From an optimization exercise on the open Yosys and OpenROAD flow, aimed at small area; shortcuts taken in it are not production practice. Function was checked by simulation only, so behaviour that the tests miss may differ from the original. No activity file was given, so power comes from the tool's default toggle rates.

Setup of v2:
==> flow/design.v (excerpt) <==
module thumb_core (
	input  logic        clk,
	input  logic        rst,
	output logic [31:0] prog_addr,
	input  logic [31:0] prog_data,
	output logic [31:0] mem_addr,
	output logic [31:0] mem_wdata,
	output logic [1:0]  mem_size,
	output logic        mem_we,
	input  logic [31:0] mem_rdata
);
	logic [4:0]  ph;
	logic        rot2;
	logic [31:1] pc;
	logic        c;
	logic        mb;
	logic [31:1] mar;
	logic        a31;
	logic [31:0] p;
	logic [31:0] r0, r1, r2, r3, r4, r5, r6, r7;
	logic [15:0] ins;
	assign ins = pc[1] ? prog_data[31:16] : prog_data[15:0];
	logic [2:0] ra, rb, rd;
	logic [1:0] msize;
	logic d_shift, d_load, d_store, d_mem, d_as3, d_i8, dp_mul, lsl, shr, asr;
	logic tworot, we1, sub, inva, a_zero, use_imm, b_zero, lg_and, lg_or, arith;
	logic imm_bit;
	tc_dec u_dec (
		.ins(ins), .ph(ph), .imm_bit(imm_bit), .ra(ra), .rb(rb), .rd(rd), .msize(msize),
		.d_shift(d_shift), .d_load(d_load), .d_store(d_store), .d_mem(d_mem),
		.d_as3(d_as3), .d_i8(d_i8), .dp_mul(dp_mul), .lsl(lsl), .shr(shr), .asr(asr),
		.tworot(tworot), .we1(we1), .sub(sub), .inva(inva), .a_zero(a_zero),
		.use_imm(use_imm), .b_zero(b_zero), .lg_and(lg_and), .lg_or(lg_or), .arith(arith)
	);
	logic [7:0] bit0, bit1;
	assign bit0 = {r7[0], r6[0], r5[0], r4[0], r3[0], r2[0], r1[0], r0[0]};
	assign bit1 = {r7[1], r6[1], r5[1], r4[1], r3[1], r2[1], r1[1], r0[1]};
	logic a_bit, b_bit, b_next;
	tc_mux8 u_rda (.v(bit0), .i(ra), .o(a_bit));
	tc_mux8 u_rdb (.v(bit0), .i(rb), .o(b_bit));
	tc_mux8 u_rdn (.v(bit1), .i(rb), .o(b_next));
	logic ph0, ph31;
	assign ph0  = (ph == 5'd0);
	assign ph31 = (ph == 5'd31);
	logic aa, bb, cin, s_sum, s_cout, alu_out;
	assign aa      = (a_bit ^ inva) && !a_zero;
	assign bb      = (use_imm ? imm_bit : (!b_zero && b_bit)) ^ sub;
	assign cin     = ph0 ? sub : c;
	assign s_sum   = aa ^ bb ^ cin;
	assign s_cout  = (aa & bb) | (aa & cin) | (bb & cin);
	assign alu_out = lg_and ? s_cout : (lg_or ? (s_sum | s_cout) : s_sum);
	logic [31:0] maddr, psum;
	assign maddr = {a31, mar};
	tc_padd u_padd (.p(p), .maddr(maddr), .mb(mb), .psum(psum));
	logic [4:0] lidx;
	logic       sh_bit, ld_raw, ld_bit, w2_bit;
  ...
export LEC_CHECK = 0
export CAP_MARGIN = 20
export CORE_MARGIN = 2
export CORE_UTILIZATION = 65
export CTS_BUF_LIST = sky130_fd_sc_hd__clkbuf_16
export CTS_CLUSTER_DIAMETER = 100
export CTS_CLUSTER_SIZE = 30
export PLACE_DENSITY = 0.75
export SLEW_MARGIN = 20
export SYNTH_HIERARCHICAL = 1
create_clock -name core_clock -period 12.0 [get_ports {clk}]
standard.sh (not shown) runs the stock make flow with config.mk's settings and CLKGATE_MAP_FILE= SYNTH_SCRIPT=/design/flow/synth_recipe.tcl, a recipe that flattens the netlist after the stock synthesis.
==> flow/flow/run.sh <==
#!/bin/bash
# Standard ORFS layout; only the port buffers use the smallest buffer cell.
set -euo pipefail
export BUFFER_PORTS_ARGS="-buffer_cell sky130_fd_sc_hd__buf_1"
bash standard.sh > standard_flow.log 2>&1
v2 completed; timing, DRC and antenna clean
### v2 -> v38
Settings: changing CTS_BUF_LIST from sky130_fd_sc_hd__clkbuf_16 to sky130_fd_sc_hd__clkbuf_8; changing CTS_CLUSTER_SIZE from 30 to 18; changing PLACE_DENSITY from 0.75 to 0.65.
Results
- v38 went all the way through the flow, and no timing, DRC or antenna check failed.
- Setup slack: v38 less than v2
- Higher worst hold slack among v2 and v38: v2
- The count of clock-buffer cells in the layout of v38 exceeds that of v2 by 8.
- Side by side, core utilization turned out lower in v38 than in v2.
- On fmax, v38 does worse than v2.
- Mean number of vias per cell of v2 is on par with v38.
- The cell count of v38 exceeds that of v2 by 12.
The inputs of v15 differ from those of v38 as listed below.
Settings: changing CORE_UTILIZATION from 65 to 60; changing PLACE_DENSITY from 0.65 to 0.7.
--- outcome ---
- Across both runs, wire length of the first global-routing pass was lower for v15 than for v38.
- Compared with v38, v15 shows clock latency on the worst-skew pair lower by 20 ps.
- Compare v15 and v38 | global routing met1 resource utilization higher: v38
- The post-placement cell area of v38 and that of v15 are within noise of each other.
The inputs of v32 differ from those of v15 as listed below.
Settings: CORE_UTILIZATION changed from 60 to 65; PLACE_DENSITY changed from 0.7 to 0.75.
Notes after the runs:
v32 against v15: tap cell count down about 4%, total via count after detailed routing comparable. [v32] met1 layer usage reported by global route rose 2.2 points relative to v15. v32 reports a higher total wire length than v15 does.
What v52 does differently from v32 at the input level:
Settings: CTS_CLUSTER_DIAMETER changed from 100 to 60.
Notes after the runs:
- The final layout from v52, which completed every stage, passed the timing, DRC and antenna checks at the end of the flow.
- The run showing the greater proportion of power drawn by the clock network is v52.
- Delta (v52 minus v32): number of vias in the routed layout roughly the same; final non-filler cell total roughly the same; reported leakage power roughly the same; number of clock buffers in the layout higher; ratio of final minimum period to clock period roughly the same.
- v52 against v32: area growth from synthesis to layout picked up an extra 0.35 points; design area picked up an extra 40 µm².
- Looking at worst path setup slack after routing, v52 sits above v32.
- v32 and v52 ended up with roughly the same weighted congestion reported at the end of routability-driven placement.

---

Another version of the RTL of thumb_core (not shown whole).
For scale: about 780 cells after synthesis, roughly 170 I/O pins.
export LEC_CHECK = 0
export CAP_MARGIN = 20
export CORE_MARGIN = 2
export CORE_UTILIZATION = 65
export CTS_BUF_LIST = sky130_fd_sc_hd__clkbuf_8
export CTS_CLUSTER_DIAMETER = 60
export CTS_CLUSTER_SIZE = 16
export PLACE_DENSITY = 0.75
export SLEW_MARGIN = 20
export SYNTH_HIERARCHICAL = 1
create_clock -name core_clock -period 12.0 [get_ports {clk}]
Scripts as last shown in full above: flow/flow/run.sh
The baseline finished with timing, DRC and antenna clean.
Next try:
==> flow/flow/run.sh (replaced) <==
#!/bin/bash
# Standard ORFS layout; the port buffers use the smallest buffer cell, and
# after global routing, gates off the critical paths are downsized
# (ORFS's power recovery).
set -euo pipefail
export BUFFER_PORTS_ARGS="-buffer_cell sky130_fd_sc_hd__buf_1"
export RECOVER_POWER=100
bash standard.sh > standard_flow.log 2>&1
Settings changed: CORE_UTILIZATION 65 to 40, PLACE_DENSITY 0.75 to default.
=> This time the run finished with max-capacitance violations, max-slew violations left; synthesized area is unchanged; non-clock buffer count goes up by 1; first-iteration DRC count goes up by well over a third; wire length goes down by a few percent; design area goes up slightly; total power goes up by a few percent; clock-buffer cell count goes up by 1; fmax hardly moves; hold slack got worse by 9.7 ps; global-route usage goes down by 8.7 points.
Next try:
==> flow/flow/run.sh (replaced) <==
#!/bin/bash
# Standard ORFS layout; only the port buffers use the smallest buffer cell.
set -euo pipefail
export BUFFER_PORTS_ARGS="-buffer_cell sky130_fd_sc_hd__buf_1"
bash standard.sh > standard_flow.log 2>&1
Settings changed: CORE_UTILIZATION 40 to 65, CTS_BUF_LIST sky130_fd_sc_hd__clkbuf_8 to sky130_fd_sc_hd__clkbuf_16, CTS_CLUSTER_DIAMETER 60 to 50, CTS_CLUSTER_SIZE 16 to 30, PLACE_DENSITY from default to 0.75.
Outcome:
- The new run completed without violations
- design area rose by a few percent
- clock skew shrinks by 26 ps
- sequential share of layout area falls by 1.9 points
- routed wire length increases by roughly a tenth
- via count increases by a few percent
- clock power went up by well over a third
- maximum frequency went down slightly
- setup slack is worse by 68 ps
- core utilization goes up by 32 points
- final cell count is lower by roughly a tenth
Next try:
Settings changed: CORE_UTILIZATION 65 to 40, CTS_BUF_LIST sky130_fd_sc_hd__clkbuf_16 to sky130_fd_sc_hd__clkbuf_8, CTS_CLUSTER_DIAMETER 50 to 60, CTS_CLUSTER_SIZE 30 to 16, PLACE_DENSITY 0.75 to default.
The changed run completed without violations.
Combinational power is about the same.
Total power is lower by about a fifth.
Non-clock buffer count goes up by 1.
Count of clock-buffer cells in the layout goes up by 1.
Utilization came out lower by 32 points.
Wire length shrinks by roughly a tenth.
Design area is lower by a few percent.

[afterwards: timing with drivers on the ports]
How much do the figures lean on ideal ports? The routed layouts below were timed once more, with nothing changed but the port constraints.
Step 1: set_driving_cell puts a clkbuf_16 on clk and a buf_2 on each other input, an assumption about the parent block.
Step 2 times the ports against the registers' clock, not the clock port: input delays grow and output delays shrink by t, the midpoint of the rising clock arrivals with the driver on.
a / b / c = ideal / step 1 / step 2; a / b = the first two.
run	t (ns)	setup slack, ns	hold slack, ns
v2	0.528	0.374 / 0.374 / 0.374	0.324 / 0.324 / 0.324
v38	0.583	0.238 / 0.238 / 0.238	0.319 / 0.319 / 0.319
v15	0.568	0.365 / 0.365 / 0.365	0.312 / 0.312 / 0.312
v32	0.596	0.360 / 0.360 / 0.360	0.328 / 0.328 / 0.328
v52	0.596	0.368 / 0.368 / 0.368	0.319 / 0.319 / 0.319
the first run of note 2	0.581	0.339 / 0.339 / 0.339	0.321 / 0.321 / 0.321
the second run of note 2	0.605	0.318 / 0.318 / 0.318	0.311 / 0.311 / 0.311
the third run of note 2	0.580	0.250 / 0.250 / 0.250	0.311 / 0.311 / 0.311
the fourth run of note 2	0.605	0.319 / 0.319 / 0.319	0.306 / 0.306 / 0.306
